Context: an optimization exercise on an open-source flow, tuned for small area. The choices shown serve that exercise and are no tape-out recipe.
RTL that was checked went through simulation tests only; none was proved equivalent to the original.
The RTL of run 7 was laid out without a check of its function.
No activity file was given, so power comes from the tool's default toggle rates.

$ cat flow/flow/run.sh
#!/bin/bash
# Own layout flow: the standard ORFS flow (standard synthesis unchanged),
# with two layout-only changes:
#   * port buffers use the smallest buffer cell instead of ORFS's default pick;
#   * clock tree synthesis does not add dummy loads.
# All make/tool output goes to flow_make.log in the work folder; ORFS's own
# per-step logs stay under orfs/logs/.
set -euo pipefail
cts_args="-sink_clustering_enable -repair_clock_nets -dont_use_dummy_load"
cts_args+=" -sink_clustering_size 16 -sink_clustering_max_diameter 60"
cts_args+=" -buf_list {sky130_fd_sc_hd__clkbuf_8}"
bash standard.sh \
    "BUFFER_PORTS_ARGS=-buffer_cell sky130_fd_sc_hd__buf_1" \
    "CTS_ARGS=$cts_args" \
    finish > flow_make.log 2>&1
$ cat flow/standard.sh
#!/bin/bash
# synth_recipe.tcl (not shown) runs the flow's synth.tcl, then flattens the netlist and writes it again
# the make line also repeats each setting of config.mk as NAME=value (left out here)
make -C /OpenROAD-flow-scripts/flow DESIGN_CONFIG=/design/flow/config.mk WORK_HOME=/design/flow/orfs CLKGATE_MAP_FILE= SYNTH_SCRIPT=/design/flow/synth_recipe.tcl "${@:-finish}"
$ cat flow/config.mk
export PLATFORM = sky130hd
export DESIGN_NAME = fifo_kband_out_sc
export DESIGN_NICKNAME = fifo_kband_out_sc
export VERILOG_FILES = /design/flow/design.v
export SDC_FILE = /design/flow/constraint.sdc
export NUM_CORES = 4
export LEC_CHECK = 0
export CAP_MARGIN = 20
export CORE_MARGIN = 2
export CORE_UTILIZATION = 60
export CTS_BUF_LIST = sky130_fd_sc_hd__clkbuf_8
export CTS_CLUSTER_DIAMETER = 60
export CTS_CLUSTER_SIZE = 16
export PLACE_DENSITY = 0.72
export SLEW_MARGIN = 20
export SYNTH_HIERARCHICAL = 1
export SYNTH_MINIMUM_KEEP_SIZE = 0
$ cat flow/constraint.sdc
create_clock -name core_clock -period 6.0 [get_ports {clk}]
set_input_delay 1.2000 -clock core_clock [delete_from_list [all_inputs] [get_ports {clk}]]
set_output_delay 1.2000 -clock core_clock [all_outputs]
set_load 0.01 [all_outputs]
$ cat flow/design.v
module fifo_kband_out_sc #(
    parameter int IN_WIDTH   = 512,
    parameter int RATIO      = 4,
    parameter int DEPTH      = 8,
    parameter int AF_THRESH  = 6,
    parameter int SHOW_AHEAD = 0
) (
    input  logic                                clk,
    input  logic                                reset,
    input  logic [IN_WIDTH-1:0]                 data,
    input  logic                                wrreq,
    input  logic                                rdreq,
    output logic [IN_WIDTH/RATIO-1:0]           q,
    output logic [$clog2(DEPTH+1)-1:0]          wrusedw,
    output logic [$clog2(DEPTH*RATIO+1)-1:0]    rdusedw,
    output logic                                rdempty,
    output logic                                wrfull,
    output logic                                almost_full,
    output logic                                overflow,
    output logic                                underflow
);
    localparam int W   = IN_WIDTH / RATIO;
    localparam int PW  = $clog2(DEPTH);
    localparam int SW  = (RATIO > 1) ? $clog2(RATIO) : 1;
    localparam int WUW = $clog2(DEPTH + 1);
    localparam int RUW = $clog2(DEPTH * RATIO + 1);
    localparam int NS  = DEPTH * RATIO;
    localparam logic [WUW-1:0] DEPTH_W    = WUW'(DEPTH);
    localparam logic [WUW-1:0] AF_W       = WUW'(AF_THRESH);
    localparam logic [RUW-1:0] RATIO_R    = RUW'(RATIO);
    localparam logic [SW-1:0]  LAST_SLICE = SW'(RATIO - 1);
    logic [IN_WIDTH-1:0] mem_q [DEPTH];
    logic [PW-1:0]       wr_ptr_q;
    logic [PW-1:0]       rd_ptr_q;
    logic [SW-1:0]       slice_q;
    logic [WUW-1:0]      wrusedw_q, wrusedw_d;
    logic [RUW-1:0]      rdusedw_q, rdusedw_d;
    logic                rdempty_q, wrfull_q, almost_full_q;
    logic                overflow_q, underflow_q;
    logic                wr_accept, rd_accept, word_done;
    assign wr_accept = wrreq && !wrfull_q;
    assign rd_accept = rdreq && !rdempty_q;
    assign word_done = rd_accept && (slice_q == LAST_SLICE);
    for (genvar i = 0; i < DEPTH; i++) begin : g_mem
        always_ff @(posedge clk) begin
            if (wr_accept && wr_ptr_q == PW'(i)) mem_q[i] <= data;
        end
    end
    always_comb begin
        wrusedw_d = wrusedw_q + WUW'(wr_accept) - WUW'(word_done);
        rdusedw_d = rdusedw_q + (wr_accept ? RATIO_R : '0) - RUW'(rd_accept);
    end
    always_ff @(posedge clk) begin
        if (reset) begin
            wr_ptr_q      <= '0;
            rd_ptr_q      <= '0;
            slice_q       <= '0;
            wrusedw_q     <= '0;
            rdusedw_q     <= '0;
            rdempty_q     <= 1'b1;
            wrfull_q      <= 1'b0;
            almost_full_q <= 1'b0;
            overflow_q    <= 1'b0;
            underflow_q   <= 1'b0;
        end else begin
            if (wr_accept) wr_ptr_q <= wr_ptr_q + PW'(1);
            if (rd_accept) begin
                slice_q <= slice_q + SW'(1);
                if (slice_q == LAST_SLICE) rd_ptr_q <= rd_ptr_q + PW'(1);
            end
            wrusedw_q     <= wrusedw_d;
            rdusedw_q     <= rdusedw_d;
            rdempty_q     <= (rdusedw_d == '0);
            wrfull_q      <= (wrusedw_d == DEPTH_W);
            almost_full_q <= (wrusedw_d >= AF_W);
            overflow_q    <= overflow_q  || (wrreq && wrfull_q);
            underflow_q   <= underflow_q || (rdreq && rdempty_q);
        end
    end
    logic          rd_en, hold;
    logic [NS-1:0] sel;
    logic [W-1:0]  q_q, q_d;
    assign rd_en = rd_accept && !reset;
    assign hold  = !rd_accept && !reset;
    for (genvar k = 0; k < NS; k++) begin : g_sel
        assign sel[k] = rd_en && (rd_ptr_q == PW'(k / RATIO)) && (slice_q == SW'(k % RATIO));
    end
    localparam int NT = NS + 1;
    localparam int NG = (NT + 2) / 3;
    logic [3*NG-1:0] term_sel;
    assign term_sel = (3*NG)'({hold, sel});
    for (genvar b = 0; b < W; b++) begin : g_rd
        logic [3*NG-1:0] din;
        logic [NG-1:0]   grp_n;
        for (genvar k = 0; k < 3*NG; k++) begin : g_din
            if (k < NS) begin : g_m
                assign din[k] = mem_q[k / RATIO][(k % RATIO)*W + b];
            end else if (k == NS) begin : g_h
                assign din[k] = q_q[b];
            end else begin : g_z
                assign din[k] = 1'b0;
            end
        end
        for (genvar g = 0; g < NG; g++) begin : g_grp
            fifo_kband_out_aoi222 u_aoi (
                .s (term_sel[3*g +: 3]),
                .d (din[3*g +: 3]),
                .y_n (grp_n[g])
            );
        end
        assign q_d[b] = ~&grp_n;
    end
    always_ff @(posedge clk) q_q <= q_d;
    assign q           = q_q;
    assign wrusedw     = wrusedw_q;
    assign rdusedw     = rdusedw_q;
    assign rdempty     = rdempty_q;
    assign wrfull      = wrfull_q;
    assign almost_full = almost_full_q;
    assign overflow    = overflow_q;
    assign underflow   = underflow_q;
endmodule
module fifo_kband_out_aoi222 (
    input  logic [2:0] s,
    input  logic [2:0] d,
    output logic       y_n
);
    assign y_n = ~|(s & d);
endmodule
==> run summary, run 1 <==
The sequential cell area in the final layout is around 130000 µm². The clock period minus final worst setup slack came out at 3.24 ns. The global-route wire length before repair is ~600000 µm. The run finished with no timing, DRC or antenna violations. TritonCTS built the clock tree. The maximum buffer depth of the clock tree is 4. After synthesis, the largest family of logic cells by area is compound AO/OA/AOI/OAI gates. The most used flip-flop cell after synthesis is sky130_fd_sc_hd__edfxtp_1. The combined global-route utilization of all metal layers is approximately a third. The I/O pin count came out at around 660.

The total clock sinks came out at approximately 4200. The number of warnings printed during yosys synthesis is 8. The worst-case setup slack after placement came out at roughly 1.9 ns. The required time of the critical path came out at roughly 7 ns. The number of failing hold endpoints at the final stage came out at 0. The number of global-route vias before repair came out at 79600. In the synthesized netlist, the cells that appear most often are sky130_fd_sc_hd__edfxtp_1, sky130_fd_sc_hd__a222oi_1, sky130_fd_sc_hd__nand4_1, sky130_fd_sc_hd__nor2_1, sky130_fd_sc_hd__dfxtp_1. The pin slew with the least headroom to its limit is between 1 and 1.5 ns. The type of the worst setup path is flop to flop.

The total net switching power came out at about 0.012 W. The adder-cell area share of the yosys netlist came out at less than 1%. The starting utilization of the core area is about three fifths. The TritonCTS buffer count came out at 322.

The share of the yosys chip area belonging to registers is 86.8%. STA classifies the critical path startpoint as a flop. After Yosys synthesis, XOR and XNOR cells account for less than 1% of the synthesized area. Walking the worst path, the cells encountered are nor3b_2, nand2_1, nor2_1, and2_4, buf_4, a222oi_1, nand4_1, nor2_1, nand4_1. For this run, the post-layout net count is 8027.

The type of the most critical hold path is input port to flop. The combined area of all synthesized cells came out at 145000 µm². The post-CTS clock slew at the launch and capture registers of the worst setup and hold paths came out at about 0.09 ns. The flip-flop and latch count after synthesis is around 4200.

The total internal power is about 0.041 W. The initial antenna violation count came out at roughly 160. The number of setup buffers added after CTS is 0. The HPWL reported at the end of detailed placement came out at 230000 µm.

Headroom to the max-slew limit came out at ~16%. The kind of end point of the critical path is a flop. The distinct cell type count of the synthesized netlist is 32. After detailed routing, the number of remaining DRC violations is 0. The synthesized netlist cell count came out at 6462. The area of the die came out at between 200000 and 250000 µm². In this run, post-CTS hold repair placed 0 buffers. The overall power of the completed layout is between 0.05 and 0.06 W.

The per-cell routed wire length came out at 39.8 µm. The clock share of power is 25.3%. Setup total negative slack on the finished layout was measured at 0 ns. Of all nets on the critical path, the largest fanout is 32.

The average footprint of a synthesized cell is 22.5 µm². The total area of multi-input combinational cells is 18100 µm². The iteration count of the initial detailed-routing pass is 13. The post-cts resize count is 0.

The placed cell area came out at approximately 150000 µm². In the routed layout, each cell is associated on average with a via count of about 7.6. The multiplexer share of the synthesized area came out at 0%.

The insertion delay of the later-clocked pin in the worst-skew pair is between 1 and 1.5 ns. The number of enable-type register cells in the synthesized netlist came out at ~4000. Counting flops with an async set or reset pin after synthesis yields a share of 0%. The power per cell area is 334 nW/µm². The detailed-route wire length came out at roughly 430000 µm. The worst setup slack after layout came out at approximately 2.8 ns.

The chip width came out at approximately 500 µm. The arrival time of the worst setup path came out at about 4.3 ns. Static timing analysis puts the maximum clock frequency at a little over 300 MHz. The most numerous cell in the Yosys netlist is sky130_fd_sc_hd__edfxtp_1. The number of filler instances in the final layout came out at about 16000. The largest net degree at the start of global routing came out at 150. The analysis attributes to cell leakage a power of about 47 nW.

The vertical die dimension is roughly 500 µm. The fraction of final layout cells with drive strength greater than 1 is under 10%. Sequential cells burn 68.3% of the power.

The starting DRC count in detailed routing came out at about 19000. The number of buffers and inverters on the critical path is 1. The tree is rooted in a sky130_fd_sc_hd__clkbuf_8. The kind of cell with the highest combined delay along the critical path is simple AND/OR/NAND/NOR gates. By area the synthesized netlist is led by sky130_fd_sc_hd__edfxtp_1, sky130_fd_sc_hd__a222oi_1, sky130_fd_sc_hd__dfxtp_1. The proportion of power drawn by combinational gates came out at around 6.5%.

The area fraction in and, or, nand and nor cells after synthesis is 2.32%. The number of buffers inserted by port buffering came out at ~660. When the netlist entered floorplanning its net count stood at 7006.

The post-route fraction of the period consumed by the critical path is between 50% and 60%. At the end of routability-driven placement, the weighted congestion stood at ~0.85. The top-area cell type share of the netlist area is 84.8%. The number of rows created at floorplan came out at 180. The signed area change from the synthesized netlist to the final layout is 8.77%. The synthesized netlist devotes 9.78% of its cell area to compound gates. Setup violations remaining at the end of the flow were counted as 0. The final max-slew violation count is 0. The worst clock skew came out at between 0.1 and 0.15 ns. The H-tree was split into 5 levels.

The switching share of power came out at 22.6%. The via total after detailed routing is between 80000 and 90000. The peak supply drop came out at 0.262 mV. The region available for standard cell placement spans between 200000 and 250000 µm². The reported max-cap violation count came out at 0.

The overflow left after global routing came out at 0. The remaining number of nets flagged by the antenna check after routing came out at 0. The slowest stage of the critical path is the sky130_fd_sc_hd__buf_4 cell.

The largest total area in the synthesized netlist belongs to sky130_fd_sc_hd__edfxtp_1. The delay contributed by the slowest stage of the critical path is 0.73 ns. Setup repair after global routing left no endpoint under its margin. The summed area of non-filler cells in the final layout came out at ~160000 µm².
==> registers in the layout, indices dropped and copies added (netlist names) <==
signal and count:
rd_ptr_q 3, underflow_q 1, q_q 128, wrusedw_q 4, wr_ptr_q 3, rdempty_q 1, rdusedw_q 6, mem_q 4096
overflow_q 1, wrfull_q 1, slice_q 2, almost_full_q 1
==> per-module statistics from Yosys (local to each module, per instance) <==
module / cells inside / copies in the design / flops+latches / cell area (µm²)
fifo_kband_out_aoi222: 1 / 1408 / 0 / 10.0
fifo_kband_out_sc: 5054 / 1 / 4247 / 131000
==> metal layers <==
layer	track usage (%)	share of wire [%]	vias to the layer above	wire [µm]
met5	0	0.23	-	978
met4	13.1	3.6	164	15300
li1	-	-	32000	-
met3	10.9	16	991	70200
met2	50.6	46	7404	195000
met1	48.3	34	41400	146000
==> power by group through the flow <==
stage / sequential [W] / clock [W] / combinational, W
final: 0.0360 / 0.0133 / 0.00342
after global routing: 0.0361 / 0.0143 / 0.00361
after CTS: 0.0359 / 0.0133 / 0.00339
after global placement: 0.0365 / 0 / 0.00328
after floorplan: 0.0371 / 0 / 0.00174
after detailed placement: 0.0366 / 0 / 0.00338
==> area by class of cell <==
| class | instances | share of cell area, % |
|---|---|---|
| sequential | 4247 | 79.8 |
| multi-input combinational | 2058 | 11.5 |
| timing repair buffer | 831 | 3.17 |
| clock buffer | 322 | 2.81 |
| tap | 3185 | 2.52 |
| antenna | 67 | 0.106 |
| inverter | 23 | 0.0547 |
==> layout by cell type (no fill, tap or decap), types with 6 or more instances in the layout <==
cell type,count
sky130_fd_sc_hd__buf_12,99
sky130_fd_sc_hd__clkbuf_8,322
sky130_fd_sc_hd__a21oi_1,9
sky130_fd_sc_hd__diode_2,67
sky130_fd_sc_hd__edfxtp_1,4096
sky130_fd_sc_hd__dfxtp_1,151
sky130_fd_sc_hd__ha_1,26
sky130_fd_sc_hd__buf_4,74
sky130_fd_sc_hd__nand4_1,384
sky130_fd_sc_hd__a222oi_1,1408
sky130_fd_sc_hd__and2_4,31
sky130_fd_sc_hd__xnor2_1,6
sky130_fd_sc_hd__buf_1,658
sky130_fd_sc_hd__and3_4,10
sky130_fd_sc_hd__inv_1,23
sky130_fd_sc_hd__nor2_1,151
==> cell families after synthesis <==
group	Yosys count
xor gates and xnor gates	10
adders and majority gates	28
and+or+nand+nor	597
AOI/OAI and AO/OA	1423
buffers and inverters	157
DFF	4247
==> path summary, 6_finish.rpt <==
path,start,endpoint,slack [ns],cells after the start
max,rdempty_q$_SDFF_PP1_,q_q[107]$_DFF_P_,2.76,9
min,wrreq,overflow_q$_SDFF_PP0_,0.31,3
max reg2reg,rdempty_q$_SDFF_PP1_,q_q[107]$_DFF_P_,2.76,9
min reg2reg,mem_q[7][94]$_DFFE_PP_,q_q[94]$_DFF_P_,0.40,2
==> worst register-to-register path: cells and delay by family (launching register included) <==
| kind | cells | cell delay, ns |
|---|---|---|
| and+or+nand+nor | 7 | 1.72 |
| buffers and inverters | 1 | 0.75 |
| DFF | 1 | 0.40 |
| AOI/OAI and AO/OA | 1 | 0.24 |
==> metrics by stage <==
step | instances | utilization (%) | hold slack (ns)
floorplan | 6462 | - | 0.443
global placement | 10300 | 63.7 | 0.449
detailed placement | 10300 | 63.7 | 0.454
CTS | 10700 | 65.6 | 0.233
global route | 10700 | 65.6 | 0.330
finish | 10700 | 65.6 | 0.312
==> run 2, diff against run 1 <==
--- a/flow/config.mk
+++ b/flow/config.mk
@@ -9,3 +9,3 @@
 export CORE_MARGIN = 2
-export CORE_UTILIZATION = 60
+export CORE_UTILIZATION = 70
 export CTS_BUF_LIST = sky130_fd_sc_hd__clkbuf_8
@@ -13,3 +13,3 @@
 export CTS_CLUSTER_SIZE = 16
-export PLACE_DENSITY = 0.72
+export PLACE_DENSITY = 0.8
 export SLEW_MARGIN = 20
==> run summary, run 2 <==
Sequential elements use a little under 90% of the synthesized area. For this run the aggregate overflow at the end of global routing stands at 0. Hold repair after CTS inserted 0 buffers. In this run the static leakage power is approximately 47 nW. The required time of the critical path came out at between 7 and 8 ns.

The number of enable-type register cells in the synthesized netlist is roughly 4100. The number of failing hold endpoints at the final stage came out at 0. The largest registers in the layout are mem_q (4096), q_q (128), rdusedw_q (6).

For this run, the total global-route usage over all layers was measured as roughly 40%. The worst setup path is of the flop to flop kind. The number of global-route vias before repair came out at roughly 81000. The worst setup slack after layout is approximately 2.7 ns.

The global routing met2 resource utilization is 56.8%. The combined area of all synthesized cells is between 100000 and 150000 µm². Detailed routing inserted a total of ~83000 vias. The global placement routability congestion came out at 0.907. The TritonCTS buffer count is ~320.

The post-cts resize count is 0. Leaving out fill and tap cells, the most frequent cell in the layout is sky130_fd_sc_hd__edfxtp_1. The global-route wire length before repair came out at between 500000 and 600000 µm. The number of flip-flops under the largest register name is approximately 4000. The worst hold path belongs to the class input port to flop. The initial antenna violation count is ~150. The setup TNS is 0 ns. The signed area change from the synthesized netlist to the final layout came out at 8.40%. The depth of the CTS H-tree came out at 5. The total setup violations reported at the end of the flow came out at 0. By area the synthesized netlist is led by sky130_fd_sc_hd__edfxtp_1, sky130_fd_sc_hd__a222oi_1, sky130_fd_sc_hd__dfxtp_1.

STA puts the critical path data arrival time at between 4 and 5 ns. The register with the highest flop count is mem_q. The global-route met1 utilization came out at 54.8%. In this run the most used layer during global routing was met2.

The number of buffers inserted by port buffering came out at 658. The number of warnings printed during yosys synthesis is 8. The per-cell routed wire length is around 40 µm. The area of the die came out at between 200000 and 250000 µm².

For this design the ratio of total power to cell area is 334 nW/µm². Headroom to the max-slew limit came out at 17.5%. The core region is 207000 µm². The startpoint identified for the worst register-to-register timing path is rdempty_q$_SDFF_PP1_. The number of setup buffers added after CTS is 0. The post-CTS clock slew at the launch and capture registers of the worst setup and hold paths is 0.09 ns.

The largest net degree at the start of global routing came out at around 120. The net count of the finished layout is about 8000. At the placement stage, the worst setup path has a slack of roughly 1.8 ns. The maximum fanout count along the critical path is between 40 and 50. The starting DRC count in detailed routing is between 20000 and 25000.

The worst setup path is launched from a flop. The synthesized netlist cell count is 6462. The insertion delay of the later-clocked pin in the worst-skew pair came out at ~1.1 ns.

The worst clock skew is approximately 0.095 ns. Setup repair after global routing left no endpoint under its margin. The fraction of final layout cells with drive strength greater than 1 came out at 7.27%.

The HPWL reported at the end of detailed placement came out at between 200000 and 250000 µm. Ranked by instance count, the synthesized netlist is headed by sky130_fd_sc_hd__edfxtp_1, sky130_fd_sc_hd__a222oi_1, sky130_fd_sc_hd__nand4_1, sky130_fd_sc_hd__nor2_1, sky130_fd_sc_hd__dfxtp_1. The I/O pin count came out at approximately 660. In the synthesized netlist the dominant register cell turns out to be sky130_fd_sc_hd__edfxtp_1. The maximum buffer depth of the clock tree came out at 4. The slowest cell on the critical path is sky130_fd_sc_hd__and2_4. The peak supply drop came out at 0.288 mV. The reported max-cap violation count is 0. The floorplan has 167 rows.

The flip-flop and latch count after synthesis came out at around 4200. At the pin with the least slew margin, the transition time is roughly 1.2 ns. The first detailed-routing pass took 12 iterations. After detailed routing, the number of remaining DRC violations is 0. The initial utilization of the core area, before any placement, comes to a little over two thirds. The delay contributed by the slowest stage of the critical path is ~1 ns. The tree is rooted in a sky130_fd_sc_hd__clkbuf_8.

STA classifies the critical path endpoint as a flop. The top cell types in the final layout, fill and taps aside, are sky130_fd_sc_hd__edfxtp_1, sky130_fd_sc_hd__a222oi_1, sky130_fd_sc_hd__buf_1. The post-synthesis net count came out at approximately 7000. The vertical die dimension is 459 µm. Summed over all instances, the cell type with the most area after synthesis is sky130_fd_sc_hd__edfxtp_1. By instance count, the leading cell after synthesis is sky130_fd_sc_hd__edfxtp_1. The run finished with no timing, DRC or antenna violations. The detailed-route wire length is between 400000 and 500000 µm.

The timing-limited maximum frequency came out at about 300 MHz. The total clock sinks came out at around 4200. The post-route fraction of the period consumed by the critical path came out at 55.5%.

The final max-slew violation count is 0. The signal on the critical path passes through nor2_1, and3_1, and2_4, buf_4, a222oi_1, nand4_1, nor2_1, nand4_1. The remaining number of nets flagged by the antenna check after routing is 0. The proportion of register bits with asynchronous set or reset after synthesis came out at 0%. The distinct cell type count of the synthesized netlist came out at 32. The average footprint of a synthesized cell is approximately 22 µm². The top cell type by area accounts for 84.8% of the synthesized area. In this run the horizontal extent of the chip is 459 µm. For this run, global-route usage on met3 was measured as approximately an eighth. The startpoint of the tightest hold check path is wrreq. The origin of the worst setup path is rdempty_q$_SDFF_PP1_.

The detail-routed via count per cell came out at around 8. TritonCTS built the clock tree. The clock period minus final worst setup slack is around 3.3 ns.
==> run 2: logic make-up after synthesis <==
family / Yosys count / share of synthesized area [%]
fa+ha+maj: 28 / 0.252
flops: 4247 / 86.8
compound gates: 1423 / 9.78
xor+xnor: 10 / 0.0604
buf+inv: 157 / 0.748
simple gates: 597 / 2.32
==> run 2: through the flow <==
stage	power, W	hold WS [ns]	area [µm²]	cells	utilization [%]
after global routing	0.0538	0.350	157000	10300	76.1
final	0.0526	0.320	157000	10300	76.1
after global placement	0.0397	0.446	153000	9868	73.9
after floorplan	0.0388	0.443	145000	6462	-
after CTS	0.0525	0.242	157000	10200	76.0
after detailed placement	0.0400	0.455	153000	9868	73.9
==> run 2: cell type report <==
type	count	area [µm²]
clock buffers	318	4380
diodes	85	213
multi-input cells	2058	18100
well taps	2704	3380
flip-flops and latches	4247	126000
inverters	23	86.3
repair buffers	838	5080
fillers	10700	49400
==> run 2: per-module statistics from Yosys, one instance, submodules excluded <==
| module | flops+latches | cells inside |
|---|---|---|
| fifo_kband_out_sc | 4247 | 5054 |
| fifo_kband_out_aoi222 | 0 | 1 |
==> run 2: critical path, delay by kind of cell, from the launching register on <==
kind	cells	cell delay, ns
and+or+nand+nor	6	1.94
buffers and inverters	1	0.59
DFF	1	0.40
AOI/OAI and AO/OA	1	0.22
==> run 2: final timing paths <==
path	endpoint	slack, ns	cells past startpoint
worst min-delay path	overflow_q$_SDFF_PP0_	0.32	3
worst min register to register	q_q[31]$_DFF_P_	0.44	2
worst max register to register	q_q[2]$_DFF_P_	2.67	8
worst max-delay path	q_q[2]$_DFF_P_	2.67	8
==> run 2: report_power, final <==
| group | switching [W] | internal (W) | total [W] |
|---|---|---|---|
| combinational | 0.00275 | 0.000728 | 0.00347 |
| clock | 0.00836 | 0.00477 | 0.0131 |
| sequential | 0.000729 | 0.0352 | 0.0360 |
==> run 2: layer usage <==
layer | up-vias | share of wire [%]
met2 | 8946 | 45
met1 | 41000 | 32
met4 | 142 | 4.7
met3 | 1153 | 18
li1 | 32000 | -
met5 | - | 0.21
==> run 3, diff against run 2 <==
--- a/flow/config.mk
+++ b/flow/config.mk
@@ -7,5 +7,5 @@
 export LEC_CHECK = 0
-export CAP_MARGIN = 20
+export CAP_MARGIN = 5
 export CORE_MARGIN = 2
-export CORE_UTILIZATION = 70
+export CORE_UTILIZATION = 60
 export CTS_BUF_LIST = sky130_fd_sc_hd__clkbuf_8
@@ -13,4 +13,4 @@
 export CTS_CLUSTER_SIZE = 16
-export PLACE_DENSITY = 0.8
-export SLEW_MARGIN = 20
+export PLACE_DENSITY = 0.72
+export SLEW_MARGIN = 5
 export SYNTH_HIERARCHICAL = 1
==> run summary, run 3 <==
Hold timing on the final database bottoms out at a slack of between 0.3 and 0.4 ns. From left edge to right edge, the die measures just under 500 µm. The number of rows created at floorplan came out at 180.

Leaving out fill and tap cells, the most frequent cells in the layout are sky130_fd_sc_hd__edfxtp_1, sky130_fd_sc_hd__a222oi_1, sky130_fd_sc_hd__buf_1. The starting utilization of the core area is 60.3%. After Yosys synthesis, XOR and XNOR cells account for less than 1% of the synthesized area. STA puts the critical path data required time at around 7 ns. The total area of multi-input combinational cells came out at between 15000 and 20000 µm². The number of enable-type register cells in the synthesized netlist came out at around 4100. The max-slew headroom at the worst pin came out at between 10% and 20%. The signed area change from the synthesized netlist to the final layout came out at 8.77%. The post-route netlist has under 10% of its cells at a drive strength greater than 1. For this run, the register share of the synthesized area comes to a little under 90%. Max-cap violations in this run came to 0.

The area fraction in compound gates after synthesis came out at under 10%. The final max-slew violation count is 0. Dividing the detail-routed via count by the number of cells gives roughly 7.7. The number of post-CTS setup repair buffers is 0. The first routing iteration left 19400 violations. IR analysis of the VDD net gives a maximum drop of about 0.23 mV.

Detailed placement finished with a half-perimeter wire length of 230000 µm. The initial antenna violation count is around 160. The area fraction in and, or, nand and nor cells after synthesis came out at around 2.3%. The number of failing hold endpoints at the final stage came out at 0.

The commonest cells after synthesis are sky130_fd_sc_hd__edfxtp_1, sky130_fd_sc_hd__a222oi_1, sky130_fd_sc_hd__nand4_1, sky130_fd_sc_hd__nor2_1, sky130_fd_sc_hd__dfxtp_1. The combined area of all synthesized cells is about 150000 µm². The combined global-route utilization of all metal layers came out at between 30% and 40%.

TritonCTS created between 300 and 400 clock buffers. The number of global-route vias before repair is 79500. The area of the die is 246000 µm². The insertion delay of the later-clocked pin in the worst-skew pair came out at around 1.1 ns.

The global placement routability congestion came out at 0.855. The largest registers in the layout are mem_q (4096), q_q (128), rdusedw_q (6). The layout net count is approximately 8000. In the post-synthesis netlist, the cell with the most instances is sky130_fd_sc_hd__edfxtp_1. Once detail routing completed, the nets flagged for antenna violations numbered 0.

The maximum buffer depth of the clock tree came out at 4. The total clock sinks is around 4200. The most common cell after layout, fill and taps aside is sky130_fd_sc_hd__edfxtp_1. The type of the most critical hold path is input port to flop. The iteration count of the initial detailed-routing pass came out at 9. The netlist uses 32 different library cells. The worst reg2reg path endpoint is q_q[107]$_DFF_P_. TritonCTS built the clock tree. The post-CTS clock slew at the launch and capture registers of the worst setup and hold paths came out at roughly 0.090 ns. The predominant post-synthesis flop cell is sky130_fd_sc_hd__edfxtp_1. The arrival time of the worst setup path came out at about 4.3 ns. The core footprint came out at between 200000 and 250000 µm². The multiplexer share of the synthesized area is 0%. The via total after detailed routing is between 80000 and 90000.

The cell sitting at the root of the clock tree is a sky130_fd_sc_hd__clkbuf_8. The sequential cell area in the final layout is ~130000 µm². The overflow left after global routing came out at 0. In this run the worst path has a maximum fanout of 32.

The number of flip-flops under the largest register name is just over 4000. The synthesized netlist cell count is about 6500. The most critical setup path has its endpoint at q_q[107]$_DFF_P_.

In this run the static leakage power is approximately 47 nW. The overall power of the completed layout is 0.0527 W. The origin of the worst setup path is rdempty_q$_SDFF_PP1_. The share of synthesized area in the top cell type comes to between 80% and 90%. The number of buffers inserted by port buffering is around 660.

The setup slack of the most critical reg-to-reg path came out at approximately 2.7 ns. The vertical die dimension is 496 µm. The summed area of non-filler cells in the final layout is ~160000 µm².

The flip-flop and latch count after synthesis came out at 4247. The post-route fraction of the period consumed by the critical path came out at between 50% and 60%. The detailed-route wire length came out at around 430000 µm.

The number of filler instances in the final layout came out at around 16000. The count of cells along the worst register-to-register path is 9. The adder-cell area share of the yosys netlist came out at 0.252%. The placed cell area came out at approximately 150000 µm². After synthesis, the largest family of logic cells by area is compound AO/OA/AOI/OAI gates. The largest total area in the synthesized netlist belongs to sky130_fd_sc_hd__edfxtp_1. The register with the highest flop count is mem_q. The first global-routing pass estimated roughly 600000 µm of wire.

At the pin with the least slew margin, the transition time is between 1 and 1.5 ns. The worst setup path is launched from a flop. The number of buffers inserted for hold repair after clock tree synthesis is 0. In this run the number of H-tree levels came out at 5. The average footprint of a synthesized cell came out at 22.5 µm². The I/O pin count came out at between 600 and 700.

Setup repair after global routing left no endpoint under its margin. Clock skew on the completed layout was measured at roughly 0.13 ns. The power per cell area is 334 nW/µm².

The per-cell routed wire length came out at approximately 40 µm. The largest net degree at the start of global routing is 150. The smallest clock period supported by the final layout is computed as 3.30 ns. The number of warnings printed during yosys synthesis came out at 8. The type of the worst setup path is flop to flop.

Once the clock tree was built, the resizer swapped 0 gates to a different size. The kind of end point of the critical path is a flop. The number of nets handed over by synthesis was ~7000. After detailed routing, the number of remaining DRC violations is 0. Setup violations remaining at the end of the flow were counted as 0. By area the synthesized netlist is led by sky130_fd_sc_hd__edfxtp_1, sky130_fd_sc_hd__a222oi_1, sky130_fd_sc_hd__dfxtp_1. In this run the critical register-to-register path is launched from rdempty_q$_SDFF_PP1_. Once layout is complete, the utilization of the core stands at around two thirds.

The timing-limited maximum frequency is approximately 300 MHz. The run finished with no timing, DRC or antenna violations. The proportion of register bits with asynchronous set or reset after synthesis is 0%.
run 3: cell counts after synthesis:
No cell type changed its count.
run 3: worst min path at each step:
stage                            start               endpoint  cells past startpoint
2_1_floorplan  mem_q[4][384]$_DFFE_PP_         q_q[0]$_DFF_P_                      2
3_3_place_gp   mem_q[4][414]$_DFFE_PP_        q_q[30]$_DFF_P_                      2
3_5_place_dp   mem_q[4][487]$_DFFE_PP_       q_q[103]$_DFF_P_                      2
4_1_cts                          wrreq  overflow_q$_SDFF_PP0_                      3
5_1_grt                          wrreq  overflow_q$_SDFF_PP0_                      3
6_report                         wrreq  overflow_q$_SDFF_PP0_                      3
run 3: power breakdown:
group / total (W) / switching (W) / internal, W
sequential: 0.0360 / 0.000704 / 0.0353
combinational: 0.00342 / 0.00273 / 0.000694
clock: 0.0133 / 0.00852 / 0.00483
total: 0.0527 / 0.0119 / 0.0408
run 3: cell families (layout without fill, tap and decap cells):
logic type | Yosys count | in the layout
XOR/XNOR | 10 | 10
buffers and inverters | 157 | 1175
AO/OA/AOI/OAI | 1423 | 1423
adder cells (fa/ha/maj) | 28 | 28
other | 0 | 77
AND/OR/NAND/NOR | 597 | 597
flip-flops | 4247 | 4247
run 3: area by class of cell:
type	instances	area share [%]
repair buffers	830	3.16
well taps	3185	2.52
multi-input cells	2058	11.5
flip-flops and latches	4247	79.8
diodes	77	0.122
clock buffers	322	2.81
inverters	23	0.0547
run 3: critical path, stage by stage, from the launching register on:
cell,delay (ns)
sky130_fd_sc_hd__dfxtp_1,0.42
sky130_fd_sc_hd__nor3b_2,0.35
sky130_fd_sc_hd__nand2_1,0.12
sky130_fd_sc_hd__nor2_1,0.23
sky130_fd_sc_hd__and2_4,0.71
sky130_fd_sc_hd__buf_4,0.71
sky130_fd_sc_hd__a222oi_1,0.22
sky130_fd_sc_hd__nand4_1,0.16
sky130_fd_sc_hd__nor2_1,0.07
sky130_fd_sc_hd__nand4_1,0.12
run 3: layer usage:
metal	global-route usage, %	share of wire, %	vias up
li1	-	-	32000
met1	48.2	34	41500
met2	50.4	45	7523
met3	11.0	17	1048
met4	13.7	3.8	162
met5	0	0.22	-
run 3: modules after synthesis, one instance, submodules excluded:
module	flip-flops and latches	area, µm²
fifo_kband_out_aoi222	0	10.0
fifo_kband_out_sc	4247	131000
run 3: through the flow:
step,instances,TNS (ns),worst slack (ns)
3_5_place_dp,10300,0,1.88
6_report,10700,0,2.70
4_1_cts,10700,0,2.76
2_1_floorplan,6462,-9757.38,-2.44
5_1_grt,10700,0,2.69
3_3_place_gp,10300,0,1.92
==> run 4, diff against run 3 <==
--- a/flow/flow/run.sh
+++ b/flow/flow/run.sh
@@ -9,3 +9,3 @@
 cts_args="-sink_clustering_enable -repair_clock_nets -dont_use_dummy_load"
-cts_args+=" -sink_clustering_size 16 -sink_clustering_max_diameter 60"
+cts_args+=" -sink_clustering_size 18 -sink_clustering_max_diameter 60"
 cts_args+=" -buf_list {sky130_fd_sc_hd__clkbuf_8}"
--- a/flow/config.mk
+++ b/flow/config.mk
@@ -7,3 +7,3 @@
 export LEC_CHECK = 0
-export CAP_MARGIN = 5
+export CAP_MARGIN = 20
 export CORE_MARGIN = 2
@@ -12,5 +12,5 @@
 export CTS_CLUSTER_DIAMETER = 60
-export CTS_CLUSTER_SIZE = 16
+export CTS_CLUSTER_SIZE = 18
 export PLACE_DENSITY = 0.72
-export SLEW_MARGIN = 5
+export SLEW_MARGIN = 20
 export SYNTH_HIERARCHICAL = 1
==> run summary, run 4 <==
The flow ran to the end and the layout has no timing, DRC or antenna violations. The initial utilization of the core area, before any placement, comes to roughly three fifths. The hold path depth came out at 3. The die covers approximately 250000 µm². The number of filler instances in the final layout came out at 15600. The number of enable-type register cells in the synthesized netlist is around 4000. The most numerous cell in the Yosys netlist is sky130_fd_sc_hd__edfxtp_1. Counting every sink on the clock net gives around 4200. Across the VDD grid, the largest voltage drop is roughly 0.24 mV. The startpoint of the lowest-slack register-to-register path is rdempty_q$_SDFF_PP1_. The insertion delay of the later-clocked pin in the worst-skew pair came out at ~1.1 ns.

For the pin with the worst max-slew slack, the measured transition is ~1.3 ns. Measured along the x axis, the die boundary spans about 500 µm. TritonCTS built the clock tree. The worst register-to-register path ends at q_q[99]$_DFF_P_. The cell count after placement is 10300. sky130_fd_sc_hd__edfxtp_1 takes more of the synthesized area than any other cell. The worst-case setup slack after placement came out at around 1.9 ns. The top-area cell type share of the netlist area came out at 84.8%. On the final layout, the worst clock skew is 0.0873 ns. Post-CTS timing repair inserted 0 buffers for setup. The distinct cell type count of the synthesized netlist is 32. The global placement routability congestion is 0.855. The final max-slew violation count came out at 0.

The required time of the critical path came out at 7.02 ns. The most used flip-flop cell after synthesis is sky130_fd_sc_hd__edfxtp_1. In the post-synthesis netlist, the biggest area contributors are sky130_fd_sc_hd__edfxtp_1, sky130_fd_sc_hd__a222oi_1, sky130_fd_sc_hd__dfxtp_1.

The combined global-route utilization of all metal layers is 34.1%. The depth of the CTS H-tree came out at 5. Setup slack closes at 2.76 ns. Setup repair after global routing left no endpoint under its margin. The global routing met2 resource utilization came out at about half. The longest clock path from root to sink contains 4 buffers. The detailed-route wire length came out at 425000 µm. The leakage power of the design came out at around 47 nW. The floorplan step set the die height to 496 µm.

The HPWL reported at the end of detailed placement came out at roughly 230000 µm. The worst hold path belongs to the class input port to flop. The post-route fraction of the period consumed by the critical path is roughly 54%. The share of the yosys chip area belonging to registers came out at a little under 90%.

The max-slew headroom at the worst pin is ~15%. The final layout contains 8000 nets. The startpoint of the tightest hold check path is wrreq. The library cell used most frequently in the layout, excluding fill and tap cells, is sky130_fd_sc_hd__edfxtp_1.

The average footprint of a synthesized cell is ~22 µm². The clock period minus final worst setup slack came out at between 3 and 4 ns. The number of nets in the synthesized netlist is ~7000.

The post-layout utilization of the core came out at roughly two thirds. The timing-limited maximum frequency is just over 300 MHz. The count of cells along the worst register-to-register path is 9. The detail-routed via count per cell came out at 7.65. In this run the most used layer during global routing was met2.

mem_q holds more flip-flops than any other register. The I/O pin count is around 660. The global-route met1 utilization came out at a little under half. The path with the worst hold slack has its endpoint at overflow_q$_SDFF_PP0_. The summed area of non-filler cells in the final layout is between 150000 and 200000 µm². The number of buffers inserted by port buffering came out at between 600 and 700. The fraction of final layout cells with drive strength greater than 1 is a little under 7%.

Ranked by instance count, the synthesized netlist is headed by sky130_fd_sc_hd__edfxtp_1, sky130_fd_sc_hd__a222oi_1, sky130_fd_sc_hd__nand4_1, sky130_fd_sc_hd__nor2_1, sky130_fd_sc_hd__dfxtp_1. The number of rows created at floorplan is between 150 and 200. The setup slack of the most critical reg-to-reg path came out at roughly 2.8 ns.

After detailed routing, the average wire length per cell comes to between 30 and 40 µm. The post-CTS clock slew at the launch and capture registers of the worst setup and hold paths came out at around 0.11 ns. Summed over all layers, the global routing overflow is 0. The signed area change from the synthesized netlist to the final layout is 8.52%. For this design, the CTS-stage hold fixing added 0 buffers.

The synthesized netlist cell count came out at between 6000 and 7000. The initial antenna violation count came to 164. TritonCTS created just under 300 clock buffers.

The remaining number of nets flagged by the antenna check after routing came out at 0. The arrival time of the worst setup path came out at 4.26 ns. The reported max-cap violation count came out at 0.

The starting DRC count in detailed routing came out at just under 20000. The kind of end point of the critical path is a flop. Leaving out fill and tap cells, the most frequent cells in the layout are sky130_fd_sc_hd__edfxtp_1, sky130_fd_sc_hd__a222oi_1, sky130_fd_sc_hd__buf_1. The register with the most flip-flops in the layout has ~4000 of them. The proportion of register bits with asynchronous set or reset after synthesis came out at 0%. The number of failing hold endpoints at the final stage is 0. In this run the cell area measured after placement is around 150000 µm². In the final layout, the registers with the most flip-flops are mem_q (4096), q_q (128), rdusedw_q (6). For this run, the number of Yosys warnings is 8. Clock tree synthesis selected as its root buffer the cell sky130_fd_sc_hd__clkbuf_8. The power per cell area came out at between 300 and 400 nW/µm². The combined area of all synthesized cells came out at around 150000 µm². The core footprint is about 240000 µm². The pre-antenna-repair detailed-routing pass consisted of 10 iterations.

The global-route wire length before repair came out at approximately 600000 µm. The global-route track usage on met3 came out at between 10% and 20%. The type of the worst setup path is input port to flop. The finished layout holds 10700 standard cells, fillers aside. The residual DRC count came out at 0. Post-CTS repair changed the size of 0 cells. The flip-flop and latch count after synthesis came out at 4247. The worst setup path is launched from an input port. The total setup violations reported at the end of the flow is 0. The number of global-route vias before repair came to between 70000 and 80000. The maximum fanout count along the critical path came out at 67. The setup TNS came out at 0 ns. For this block, the via count after detailed routing is ~82000. Entering global routing, the biggest net connects 150 pins.
[run 4: cell counts after synthesis]
Identical to the previous run, type by type.
[run 4: worst max-delay path by stage]
| stage | startpoint | end | slack [ns] | cells after the start |
|---|---|---|---|---|
| 6_report | rdreq | q_q[99]$_DFF_P_ | 2.76 | 10 |
| 5_1_grt | rd_ptr_q[0]$_SDFFE_PP0P_ | q_q[65]$_DFF_P_ | 2.79 | 9 |
| 4_1_cts | q_q[115]$_DFF_P_ | q[115] | 2.78 | 1 |
| 3_5_place_dp | reset | q_q[107]$_DFF_P_ | 1.87 | 11 |
| 3_3_place_gp | reset | q_q[115]$_DFF_P_ | 1.92 | 10 |
| 2_1_floorplan | wrreq | mem_q[3][0]$_DFFE_PP_ | -2.44 | 3 |
[run 4: layout make-up]
type	instances	area (µm²)	share of cell area, %
Sequential cell	4247	126000	80.0
Multi-Input combinational cell	2058	18100	11.5
Timing Repair Buffer	831	5010	3.18
Clock buffer	295	4060	2.58
Tap cell	3185	3990	2.53
Antenna cell	68	170	0.108
Inverter	23	86.3	0.0548
[run 4: metrics by stage]
stage | power (W) | hold WS [ns]
floorplan | 0.0388 | 0.443
global placement | 0.0398 | 0.449
detailed placement | 0.0400 | 0.454
CTS | 0.0522 | 0.301
global route | 0.0535 | 0.408
finish | 0.0522 | 0.403
[run 4: cells by family (layout without fill, tap and decap cells)]
kind of cell / after synthesis / count (layout) / share of synthesized area, %
and+or+nand+nor: 597 / 597 / 2.32
buffers and inverters: 157 / 1149 / 0.748
other: 0 / 68 / 0
adders and majority gates: 28 / 28 / 0.252
DFF: 4247 / 4247 / 86.8
AOI/OAI and AO/OA: 1423 / 1423 / 9.78
xor gates and xnor gates: 10 / 10 / 0.0604
[run 4: where the power goes]
part           total [W]  leakage, nW  internal, W  switching [W]
Combinational    0.00341         6.61     0.000695        0.00272
Clock             0.0128         2.12      0.00445        0.00836
Sequential        0.0360         38.4       0.0353       0.000701
Total             0.0522         47.2       0.0404         0.0118
[run 4: Yosys stat by module, one instance, submodules excluded]
module	cells inside	area, µm²
fifo_kband_out_aoi222	1	10.0
fifo_kband_out_sc	5054	131000
[run 4: metal layers]
layer,share of wire [%],routed length [µm],vias to the layer above
li1,-,-,31900
met1,34,146000,41400
met2,46,193000,7396
met3,16,69300,1036
met4,3.7,15800,168
met5,0.24,1000,-
[run 4: worst max-delay path: stages]
cell and delay (ns):
sky130_fd_sc_hd__buf_1 0.27, sky130_fd_sc_hd__nor3b_2 0.36, sky130_fd_sc_hd__nand2_1 0.13, sky130_fd_sc_hd__nor2_1 0.25, sky130_fd_sc_hd__and2_4 0.70, sky130_fd_sc_hd__buf_12 0.42, sky130_fd_sc_hd__a222oi_1 0.24, sky130_fd_sc_hd__nand4_1 0.18
sky130_fd_sc_hd__nor2_1 0.07, sky130_fd_sc_hd__nand4_1 0.08
==> run 5, diff against run 4 <==
--- a/flow/flow/run.sh
+++ b/flow/flow/run.sh
@@ -9,4 +9,4 @@
 cts_args="-sink_clustering_enable -repair_clock_nets -dont_use_dummy_load"
-cts_args+=" -sink_clustering_size 18 -sink_clustering_max_diameter 60"
-cts_args+=" -buf_list {sky130_fd_sc_hd__clkbuf_8}"
+cts_args+=" -sink_clustering_size 28 -sink_clustering_max_diameter 80"
+cts_args+=" -buf_list {sky130_fd_sc_hd__clkbuf_16}"
 bash standard.sh \
--- a/flow/config.mk
+++ b/flow/config.mk
@@ -10,5 +10,5 @@
 export CORE_UTILIZATION = 60
-export CTS_BUF_LIST = sky130_fd_sc_hd__clkbuf_8
-export CTS_CLUSTER_DIAMETER = 60
-export CTS_CLUSTER_SIZE = 18
+export CTS_BUF_LIST = sky130_fd_sc_hd__clkbuf_16
+export CTS_CLUSTER_DIAMETER = 80
+export CTS_CLUSTER_SIZE = 28
 export PLACE_DENSITY = 0.72
==> run summary, run 5 <==
The largest net degree at the start of global routing came out at 150. The number of failing hold endpoints at the final stage is 0. The clock tree synthesis step divided the H-tree into 4 levels. In the final design database the tool counted 7883 nets. By count the netlist is led by sky130_fd_sc_hd__edfxtp_1, sky130_fd_sc_hd__a222oi_1, sky130_fd_sc_hd__nand4_1, sky130_fd_sc_hd__nor2_1, sky130_fd_sc_hd__dfxtp_1. STA classifies the critical path endpoint as a flop. For this run, the top clock speed supported by timing is 291 MHz. The initial antenna violation count is roughly 170. The proportion of register bits with asynchronous set or reset after synthesis is 0%. Setup violations remaining at the end of the flow were counted as 0. The TritonCTS buffer count is 178.

The chip width is 496 µm. The synthesized design spends more area on one cell type than any other, namely sky130_fd_sc_hd__edfxtp_1. The setup TNS came out at 0 ns. In the final layout, the registers with the most flip-flops are mem_q (4096), q_q (128), rdusedw_q (6). The I/O pin count is around 660.

The arrival time of the worst setup path came out at approximately 4.2 ns. After the flow finishes, the layout carries non-filler instances totaling between 10000 and 15000. The cell sitting at the root of the clock tree is a sky130_fd_sc_hd__clkbuf_16. The post-synthesis net count is ~7000. The fraction of final layout cells with drive strength greater than 1 is under 10%. The overall power of the completed layout came out at around 0.053 W. Ranked by flip-flop count, first place goes to mem_q. The leakage power of the design came out at about 47 nW.

The insertion delay of the later-clocked pin in the worst-skew pair is 0.88 ns. The worst-case setup slack after placement is roughly 1.9 ns. Once the floorplan was initialized, standard cells occupied a little over 60% of the core. The final route contains 81500 vias. The maximum buffer depth of the clock tree came out at 3. The iteration count of the initial detailed-routing pass came out at 12. The HPWL after detailed placement is ~230000 µm. In this run the core area contains 180 standard-cell rows. Setup repair after global routing left no endpoint under its margin. A synthesized cell averages between 20 and 25 µm².

In this run, post-CTS repair resized a total of 0 instances. The most common cell after layout, fill and taps aside is sky130_fd_sc_hd__edfxtp_1. At the pin with the least slew margin, the transition time is approximately 1.2 ns. TritonCTS built the clock tree.

Among all cell types in the netlist, the one instantiated most often is sky130_fd_sc_hd__edfxtp_1. The synthesized netlist cell count is about 6500. The number of enable-type register cells in the synthesized netlist came out at slightly above 4000. The combined area of all synthesized cells is 145000 µm². The detail route stage leaves a number of antenna-violating nets equal to 0.

The final max-slew violation count came out at 0. The post-route fraction of the period consumed by the critical path is a little under three fifths. The post-CTS clock slew at the launch and capture registers of the worst setup and hold paths is approximately 0.1 ns. The global-route wire length before repair is about 590000 µm. The die is between 400 and 500 µm tall. After synthesis, the cell types taking the most area are sky130_fd_sc_hd__edfxtp_1, sky130_fd_sc_hd__a222oi_1, sky130_fd_sc_hd__dfxtp_1.

The signed area change from the synthesized netlist to the final layout came out at 8.80%. During synthesis, Yosys emitted a total of 8 warnings. The most used flip-flop cell after synthesis is sky130_fd_sc_hd__edfxtp_1.

The required time of the critical path came out at approximately 6.8 ns. The tightest min-delay check is of the flop to flop type. The max-slew headroom at the worst pin is 17.1%. The top cell types in the final layout, fill and taps aside, are sky130_fd_sc_hd__edfxtp_1, sky130_fd_sc_hd__a222oi_1, sky130_fd_sc_hd__buf_1. In the final routed layout, each cell accounts on average for 40.1 µm. The maximum fanout count along the critical path is 32. The critical path in this run is classified as input port to flop.

The core footprint is between 200000 and 250000 µm². The floorplan step defined a die boundary enclosing 246000 µm². After the first detailed-routing iteration, the DRC count stood at 19300. The clock period minus final worst setup slack is 3.44 ns. After global routing the overflow that remains totals 0.

The peak supply drop came out at approximately 0.23 mV. The number of buffers inserted by port buffering came out at 658. Using the TritonRoute via totals, the vias-per-cell ratio works out to ~7.7. The flow ran to the end and the layout has no timing, DRC or antenna violations. The startpoint of the lowest-slack register-to-register path is rdempty_q$_SDFF_PP1_. The number of global-route vias before repair was 78300. The clock arrives with 0.0922 ns of skew. The final layout contains routed wiring with a total length of ~420000 µm. The number of post-CTS setup repair buffers is 0. The number of flip-flops under the largest register name is 4096. The worst setup slack after layout is around 2.6 ns.

The share of the yosys chip area belonging to registers came out at 86.8%. The synthesized design devotes to its leading area cell type a little over four fifths of total area. After synthesis, the netlist uses 32 different library cells. The combined global-route utilization of all metal layers is approximately 34%. The origin of the worst setup path is reset. The power per cell area came out at ~340 nW/µm². The tool flagged a number of max-cap violations equal to 0. The worst hold path begins at mem_q[7][74]$_DFFE_PP_. The total clock sinks came out at ~4200.

The worst hold-check slack came out at between 0.4 and 0.5 ns. The global placement routability congestion is 0.855. The flip-flop and latch count after synthesis came out at 4247. The nature of the critical path startpoint is an input port. The number of buffers inserted for hold repair after clock tree synthesis came out at 0. The residual DRC count is 0. The cell count after placement came out at ~10000.
## run 5: worst paths after layout
| path | slack [ns] | endpoint | cells after the start |
|---|---|---|---|
| hold reg to reg | 0.44 | q_q[74]$_DFF_P_ | 2 |
| setup / recovery | 2.56 | q_q[121]$_DFF_P_ | 11 |
| hold / removal | 0.44 | q_q[74]$_DFF_P_ | 2 |
| setup reg to reg | 2.78 | q_q[121]$_DFF_P_ | 9 |
## run 5: report_power, final
group | switching (W) | internal, W
Clock | 0.00821 | 0.00532
Sequential | 0.000704 | 0.0353
Combinational | 0.00272 | 0.000694
Total | 0.0116 | 0.0413
## run 5: critical path: stages
cell	delay, ns
sky130_fd_sc_hd__buf_1	0.07
sky130_fd_sc_hd__buf_4	0.22
sky130_fd_sc_hd__nor3b_2	0.32
sky130_fd_sc_hd__nand2_1	0.13
sky130_fd_sc_hd__nor2_1	0.25
sky130_fd_sc_hd__and2_4	0.71
sky130_fd_sc_hd__buf_4	0.74
sky130_fd_sc_hd__a222oi_1	0.22
sky130_fd_sc_hd__nand4_1	0.16
sky130_fd_sc_hd__nor2_1	0.06
sky130_fd_sc_hd__nand4_1	0.08
## run 5: metal layers
metal	wire length (µm)	vias up	track usage (%)
met5	995	-	0
li1	-	31800	-
met3	70400	944	10.5
met4	14700	168	12.6
met2	194000	7222	50.6
met1	145000	41400	48.0
## run 5: cells by family after synthesis
group                      share of synthesized area, %
buffers and inverters                             0.748
xor gates and xnor gates                         0.0604
adders and majority gates                         0.252
DFF                                                86.8
AOI/OAI and AO/OA                                  9.78
and+or+nand+nor                                    2.32
## run 5: layout make-up
class	count	area (µm²)
repair buffers	831	5010
diodes	75	188
flip-flops and latches	4247	126000
inverters	23	86.3
well taps	3185	3990
multi-input cells	2058	18100
fillers	15600	82600
clock buffers	178	4450
## run 5: metrics by stage
stage	instance area [µm²]	utilization, %
final	158000	65.6
after global routing	158000	65.6
after CTS	158000	65.6
after detailed placement	153000	63.7
after global placement	153000	63.7
after floorplan	145000	-
## run 5: modules after synthesis (local to each module, per instance)
| module | cells | times used | area (µm²) |
|---|---|---|---|
| fifo_kband_out_sc | 5054 | 1 | 131000 |
| fifo_kband_out_aoi222 | 1 | 1408 | 10.0 |
==> run 6, diff against run 5 <==
==> flow/run.sh (new file) <==
#!/bin/bash
# synth_recipe.tcl (not shown) runs the flow's synth.tcl, then flattens the netlist and writes it again
# the make line also repeats each setting of config.mk as NAME=value (left out here)
make -C /OpenROAD-flow-scripts/flow DESIGN_CONFIG=/design/flow/config.mk WORK_HOME=/design/flow/orfs CLKGATE_MAP_FILE= SYNTH_SCRIPT=/design/flow/synth_recipe.tcl finish
--- a/flow/config.mk
+++ b/flow/config.mk
@@ -10,5 +10,5 @@
 export CORE_UTILIZATION = 60
-export CTS_BUF_LIST = sky130_fd_sc_hd__clkbuf_16
-export CTS_CLUSTER_DIAMETER = 80
-export CTS_CLUSTER_SIZE = 28
+export CTS_BUF_LIST = sky130_fd_sc_hd__clkbuf_8
+export CTS_CLUSTER_DIAMETER = 60
+export CTS_CLUSTER_SIZE = 16
 export PLACE_DENSITY = 0.72
removed: flow/flow/run.sh
removed: flow/standard.sh
==> run summary, run 6 <==
The peak supply drop came out at approximately 0.22 mV. The routed layout has about 83000 vias. The total setup violations reported at the end of the flow came out at 0. The setup slack of the most critical reg-to-reg path came out at 2.63 ns. The most numerous cell in the Yosys netlist is sky130_fd_sc_hd__edfxtp_1. The cell count after placement came out at between 10000 and 15000. roughly 660 I/O pins were placed. The average footprint of a synthesized cell came out at 22.5 µm². The core footprint came out at between 200000 and 250000 µm². The floorplan step set the die height to 496 µm. Gates resized during post-CTS repair numbered 0. The arrival time of the worst setup path is 4.86 ns. The startpoint identified for the worst hold timing path is mem_q[5][127]$_DFFE_PP_. The post-route fraction of the period consumed by the critical path came out at a little over three fifths. Sorting the synthesized cells by area gives the leading types as sky130_fd_sc_hd__edfxtp_1, sky130_fd_sc_hd__a222oi_1, sky130_fd_sc_hd__dfxtp_1. Counting flops with an async set or reset pin after synthesis yields a share of 0%.

The delay contributed by the slowest stage of the critical path came out at between 0.9 and 1 ns. The reported max-cap violation count came out at 0. The number of buffers inserted for hold repair after clock tree synthesis came out at 0. The largest registers in the layout are mem_q (4096), q_q (128), rdusedw_q (6).

The non-filler instance count after layout came out at ~11000. The maximum fanout count along the critical path came out at 40. The worst clock skew came out at between 0.06 and 0.07 ns. The depth of the CTS H-tree is 5.

The share of the Yosys chip area taken by registers is between 80% and 90%. Grouping stages by cell kind, the critical path spends the most delay in simple AND/OR/NAND/NOR gates. The number of rows created at floorplan came out at 180. Leaving out fill and tap cells, the most frequent cells in the layout are sky130_fd_sc_hd__edfxtp_1, sky130_fd_sc_hd__a222oi_1, sky130_fd_sc_hd__clkdlybuf4s50_1.

At the worst endpoint, the required time is about 7.1 ns. The number of filler instances in the final layout is 15000. The most common cell after layout, fill and taps aside is sky130_fd_sc_hd__edfxtp_1. The register with the highest flop count is mem_q. STA classifies the critical path startpoint as an input port.

From left edge to right edge, the die measures 496 µm. The hold path depth came out at 2. Input and output buffers added on the ports amount to approximately 660. The number of global-route vias before repair is 81000. The leakage power of the design is between 50 and 60 nW. In this run the post-CTS setup repair buffer count came out at 0. The global placement routability congestion is 0.851. Traced cell by cell, the critical path runs through clkdlybuf4s50_1, nor2_1, and3_1, and2_4, buf_4, a222oi_1, nand4_1, nor2_1, nand4_1. The area of the die came out at between 200000 and 250000 µm². The pin slew with the least headroom to its limit is ~1.2 ns. The total overflow left after global routing is 0. The run finished with no timing, DRC or antenna violations. Of the cells placed in the final design, the portion with a size suffix greater than 1 is about 8%.

The final max-slew violation count is 0. The cell sitting at the root of the clock tree is a sky130_fd_sc_hd__clkbuf_8. The synthesized design spends more area on one cell type than any other, namely sky130_fd_sc_hd__edfxtp_1.

The layout net count is 8085. The number of warnings printed during yosys synthesis came out at 8. The post-layout utilization of the core is between 60% and 70%. The combined global-route utilization of all metal layers is 34.5%. Setup repair after global routing left no endpoint under its margin. In this run the deepest clock path goes through 4 buffers. Clock-pin slew was measured on the worst setup and hold paths at ~0.1 ns. The starting utilization of the core area came out at 60.3%. The HPWL after detailed placement is ~240000 µm. The number of buffers and inverters on the critical path came out at 2. For this run, design rule violations remaining after detail routing come to 0. The synthesized netlist contains 32 unique library cells. The slowest cell on the critical path is sky130_fd_sc_hd__buf_4. The summed area of non-filler cells in the final layout is 163000 µm².

In this run the tightest slew margin relative to its limit is 19.8%. The synthesized design contains about 4200 register bits. From synthesis to final layout, the design area changed by 12.6%. The insertion delay of the later-clocked pin in the worst-skew pair is 1.11 ns.

The power per cell area is about 330 nW/µm². The timing-limited maximum frequency is 263 MHz. The synthesized netlist cell count came out at around 6500. The worst setup path is of the input port to flop kind. The number of enable-type register cells in the synthesized netlist is just over 4000. The count of cells along the worst register-to-register path is 8. The global-route wire length before repair came out at 598000 µm. The kind of end point of the critical path is a flop.

The detail-routed via count per cell came out at around 7.6. Among all flip-flop cells after synthesis, the most frequent one is sky130_fd_sc_hd__edfxtp_1. The largest net degree at the start of global routing is around 110.

The startpoint identified for the worst register-to-register timing path is rdempty_q$_SDFF_PP1_. The detailed router finished its first iteration with roughly 20000 violations. The register with the most flip-flops in the layout has 4096 of them. The worst reg2reg path endpoint is q_q[18]$_DFF_P_. The initial antenna violation count is approximately 120.

TritonCTS built the clock tree. The number of failing hold endpoints at the final stage is 0. The detailed-route wire length is between 400000 and 500000 µm. By count the netlist is led by sky130_fd_sc_hd__edfxtp_1, sky130_fd_sc_hd__a222oi_1, sky130_fd_sc_hd__nand4_1, sky130_fd_sc_hd__nor2_1, sky130_fd_sc_hd__dfxtp_1. The TritonCTS buffer count is 321.

The per-cell routed wire length is 39.2 µm. The smallest clock period supported by the final layout is computed as roughly 3.8 ns. Once placement finished, the instance area stood at 158000 µm². The top-area cell type share of the netlist area is around 85%.

The remaining number of nets flagged by the antenna check after routing is 0. After synthesis the cells add up to roughly 150000 µm². The path with the worst hold slack has its endpoint at q_q[127]$_DFF_P_. For this design, the sink count on the clock tree is ~4200. The pre-antenna-repair detailed-routing pass consisted of 13 iterations. The worst hold path belongs to the class flop to flop. Counting every net in the synthesized netlist gives about 7000.
-- run 6: area by class of cell --
class / count / area [µm²] / share of cell area, %
inverter: 23 / 86.3 / 0.0528
antenna: 60 / 150 / 0.0919
clock inverter: 176 / 781 / 0.478
tap: 3185 / 3990 / 2.44
clock buffer: 333 / 4580 / 2.80
multi-input combinational: 2058 / 18100 / 11.1
sequential: 4247 / 126000 / 77.1
timing repair buffer: 890 / 9690 / 5.93
-- run 6: kinds of logic (layout without fill, tap and decap cells) --
family | after synthesis | after routing | share of synthesized area, %
flip-flops | 4247 | 4247 | 86.8
other | 0 | 60 | 0
buffers and inverters | 157 | 1422 | 0.748
adder cells (fa/ha/maj) | 28 | 28 | 0.252
AO/OA/AOI/OAI | 1423 | 1423 | 9.78
XOR/XNOR | 10 | 10 | 0.0604
AND/OR/NAND/NOR | 597 | 597 | 2.32
-- run 6: metal layers --
layer,part of all wire [%],up-vias,GRT usage [%]
li1,-,32300,-
met1,34,42000,49.5
met2,45,7886,50.6
met3,17,994,10.5
met4,3.8,96,13.2
met5,0.14,-,0
-- run 6: tightest hold or removal path, stage by stage, from the launching register on --
cell,delay (ns)
sky130_fd_sc_hd__edfxtp_1,0.35
sky130_fd_sc_hd__a222oi_1,0.08
sky130_fd_sc_hd__nand4_1,0.07
-- run 6: worst max path at each step --
stage	end	cells after the start	slack (ns)	from
floorplan	mem_q[3][0]$_DFFE_PP_	3	-2.44	wrreq
global placement	q_q[48]$_DFF_P_	9	1.45	reset
detailed placement	q_q[59]$_DFF_P_	9	1.29	reset
CTS	q[115]	1	2.42	q_q[115]$_DFF_P_
global route	q_q[26]$_DFF_P_	9	2.26	reset
finish	q_q[18]$_DFF_P_	9	2.20	reset
-- run 6: Yosys stat by module (local to each module, per instance) --
module / cell area (µm²) / cells inside / copies in the design / flip-flops and latches
fifo_kband_out_aoi222: 10.0 / 1 / 1408 / 0
fifo_kband_out_sc: 131000 / 5054 / 1 / 4247
-- run 6: where the power goes --
part	internal (W)	leakage [nW]	switching, W
combinational	0.00116	8.70	0.00278
clock	0.00522	3.30	0.00887
sequential	0.0352	38.4	0.000710
-- run 6: metrics by stage --
stage,total power [W],TNS (ns),hold WS [ns],setup WS [ns]
floorplan,0.0388,-9757.38,0.443,-2.44
global placement,0.0403,0,0.448,1.45
detailed placement,0.0405,0,0.453,1.29
CTS,0.0540,0,0.465,2.42
global route,0.0554,0,0.491,2.26
finish,0.0540,0,0.457,2.20
==> run 7, diff against run 6 <==
--- a/flow/design.v
+++ b/flow/design.v
@@ -84,29 +84,13 @@
     assign hold  = !rd_accept && !reset;
-    for (genvar k = 0; k < NS; k++) begin : g_sel
-        assign sel[k] = rd_en && (rd_ptr_q == PW'(k / RATIO)) && (slice_q == SW'(k % RATIO));
+    logic [NS-1:0] pos_q;
+    always_ff @(posedge clk) begin
+        if (reset) pos_q <= NS'(1);
+        else if (rd_accept) pos_q <= {pos_q[NS-2:0], pos_q[NS-1]};
     end
-    localparam int NT = NS + 1;
-    localparam int NG = (NT + 2) / 3;
-    logic [3*NG-1:0] term_sel;
-    assign term_sel = (3*NG)'({hold, sel});
-    for (genvar b = 0; b < W; b++) begin : g_rd
-        logic [3*NG-1:0] din;
-        logic [NG-1:0]   grp_n;
-        for (genvar k = 0; k < 3*NG; k++) begin : g_din
-            if (k < NS) begin : g_m
-                assign din[k] = mem_q[k / RATIO][(k % RATIO)*W + b];
-            end else if (k == NS) begin : g_h
-                assign din[k] = q_q[b];
-            end else begin : g_z
-                assign din[k] = 1'b0;
-            end
+    assign sel = pos_q & {NS{rd_en}};
+    always_comb begin
+        q_d = hold ? q_q : '0;
+        for (int k = 0; k < NS; k++) begin
+            q_d = q_d | ({W{sel[k]}} & mem_q[k / RATIO][(k % RATIO)*W +: W]);
         end
-        for (genvar g = 0; g < NG; g++) begin : g_grp
-            fifo_kband_out_aoi222 u_aoi (
-                .s (term_sel[3*g +: 3]),
-                .d (din[3*g +: 3]),
-                .y_n (grp_n[g])
-            );
-        end
-        assign q_d[b] = ~&grp_n;
     end
@@ -122,8 +106 @@
 endmodule
-module fifo_kband_out_aoi222 (
-    input  logic [2:0] s,
-    input  logic [2:0] d,
-    output logic       y_n
-);
-    assign y_n = ~|(s & d);
-endmodule
--- a/flow/config.mk
+++ b/flow/config.mk
@@ -10,8 +10,5 @@
 export CORE_UTILIZATION = 60
-export CTS_BUF_LIST = sky130_fd_sc_hd__clkbuf_8
-export CTS_CLUSTER_DIAMETER = 60
-export CTS_CLUSTER_SIZE = 16
-export PLACE_DENSITY = 0.72
+export CTS_BUF_LIST = sky130_fd_sc_hd__clkbuf_4 sky130_fd_sc_hd__clkbuf_8
+export CTS_CLUSTER_SIZE = 20
+export PLACE_DENSITY = 0.7
 export SLEW_MARGIN = 20
-export SYNTH_HIERARCHICAL = 1
-export SYNTH_MINIMUM_KEEP_SIZE = 0
==> run summary, run 7 <==
Summing every instance area after synthesis gives 151000 µm². The timing-limited maximum frequency came out at 262 MHz. The residual DRC count came out at 0.

The number of flip-flops under the largest register name is 4096. The insertion delay of the later-clocked pin in the worst-skew pair came out at around 1.2 ns. The total clock sinks came out at approximately 4300. The iteration count of the initial detailed-routing pass is 8. Hold repair after CTS inserted 0 buffers.

The detailed-route wire length is approximately 520000 µm. The remaining number of nets flagged by the antenna check after routing came out at 0. In this run the biggest area consumer among cell types represents a little over 80% of the synthesized area. The count of cells along the worst register-to-register path is 6. sky130_fd_sc_hd__edfxtp_1 is the most common cell in the netlist. The path class of the tightest hold or removal check is flop to flop. The post-CTS clock slew at the launch and capture registers of the worst setup and hold paths is around 0.060 ns. The max-slew headroom at the worst pin is around 15%. Summed over all instances, the cell type with the most area after synthesis is sky130_fd_sc_hd__edfxtp_1. In this run, synthesis inferred approximately 4100 flip-flops with an integrated enable. The chip width is approximately 510 µm. After synthesis, the most frequently instantiated cells are sky130_fd_sc_hd__edfxtp_1, sky130_fd_sc_hd__a22oi_1, sky130_fd_sc_hd__a221oi_1, sky130_fd_sc_hd__a22o_1, sky130_fd_sc_hd__clkbuf_1. The die covers roughly 260000 µm².

The hold path depth is 2. From bottom edge to top edge, the die measures slightly above 500 µm. The signed area change from the synthesized netlist to the final layout is 17.0%. The cell family contributing the most delay on the critical path is buffers and inverters. The kind of end point of the critical path is a flop. Walking the worst path, the cells encountered are buf_4, or3b_4, buf_4, o21ai_0, a2111oi_0, nand3_1. The fraction of final layout cells with drive strength greater than 1 came out at between 10% and 20%. The number of post-CTS setup repair buffers is 0.

The required time of the critical path came out at 6.99 ns. The combined global-route utilization of all metal layers is 39.9%. The HPWL reported at the end of detailed placement is ~270000 µm. The worst setup slack after layout is ~2.2 ns.

The overflow left after global routing is 0. The worst-case setup slack after placement is 1.49 ns. After synthesis, the cell types taking the most area are sky130_fd_sc_hd__edfxtp_1, sky130_fd_sc_hd__a22oi_1, sky130_fd_sc_hd__dfxtp_1. The initial utilization of the core area, before any placement, comes to 60.2%. Of the synthesized area, sequential elements account for a little over four fifths. The per-cell routed wire length is roughly 40 µm. The run finished with no timing, DRC or antenna violations.

The layout net count is 9476. The final max-slew violation count came out at 0. The power per cell area came out at 378 nW/µm². Hold is met by ~0.45 ns. The slowest cell on the critical path is sky130_fd_sc_hd__or3b_4.

The nature of the critical path startpoint is a flop. The average footprint of a synthesized cell is around 19 µm². The arrival time of the worst setup path is ~4.8 ns.

The pin slew with the least headroom to its limit came out at 1.27 ns.
run 7: cell types whose count changed in the layout (fill, tap and decap cells not counted), sizes merged, moves of 117 or more:
cell	delta
nor2	-117
nand4	-205
inv	-150
nand2	+168
a221oi	+342
a22oi	+919
a22o	+319
nand3	+261
clkinv	+151
clkbuf	+653
a222oi	-1154
a21oi	+128
run 7: tightest hold or removal path, delay by kind of cell, from the launching register on:
family           cells  cell delay (ns)
DFF                  1             0.32
and+or+nand+nor      2             0.11
run 7: path summary, 6_finish.rpt:
check	slack, ns	endpoint	startpoint
worst max-delay path	2.19	q_q[52]$_DFF_P_	rdempty_q$_SDFF_PP1_
worst min-delay path	0.45	q_q[35]$_DFF_P_	mem_q[2][163]$_DFFE_PP_
worst max register to register	2.19	q_q[52]$_DFF_P_	rdempty_q$_SDFF_PP1_
worst min register to register	0.45	q_q[35]$_DFF_P_	mem_q[2][163]$_DFFE_PP_
run 7: per-stage QoR:
stage          cells  power [W]  setup TNS [ns]  utilization, %  area, µm²
2_1_floorplan   7881     0.0398        -9712.51               -     151000
3_3_place_gp   11600     0.0426               0            65.1     163000
3_5_place_dp   11600     0.0428               0            65.1     163000
4_1_cts        12800     0.0666               0            70.4     177000
5_1_grt        12900     0.0683               0            70.4     177000
6_report       12900     0.0668               0            70.5     177000
run 7: cell families (layout without fill, tap and decap cells):
logic type	after synthesis	after routing	synth area share, %
flip-flops	4276	4276	83.7
AO/OA/AOI/OAI	2248	2248	11.8
AND/OR/NAND/NOR	783	783	2.82
buffers and inverters	546	2131	1.46
adder cells (fa/ha/maj)	19	19	0.167
XOR/XNOR	9	9	0.0521
other	0	71	0
run 7: layout make-up:
type | count | share of cell area, %
antenna | 71 | 0.100
clock buffer | 986 | 6.72
clock inverter | 204 | 0.740
inverter | 19 | 0.0460
multi-input combinational | 3059 | 12.9
sequential | 4276 | 71.7
tap | 3348 | 2.37
timing repair buffer | 922 | 5.45
run 7: per-layer routing:
metal  vias to the layer above  GRT usage [%]  share of wire [%]
met2                      9117           60.0                 45
li1                      36000              -                  -
met4                       132           20.7                5.6
met3                      1636           12.3                 16
met1                     47400           53.1                 33
met5                         -              0               0.15
run 7: power by group:
part           switching (W)  internal (W)
registers            0.00105        0.0356
logic                0.00399       0.00173
clock network         0.0112        0.0132
total                 0.0163        0.0505

Setup slack of run 7, layout unchanged: 2.186 ns with ideal ports, 2.166 ns with driving cells assumed (clock clkbuf_16, inputs buf_2), 1.272 ns with port delays also shifted by the 1.242 ns mid clock arrival.
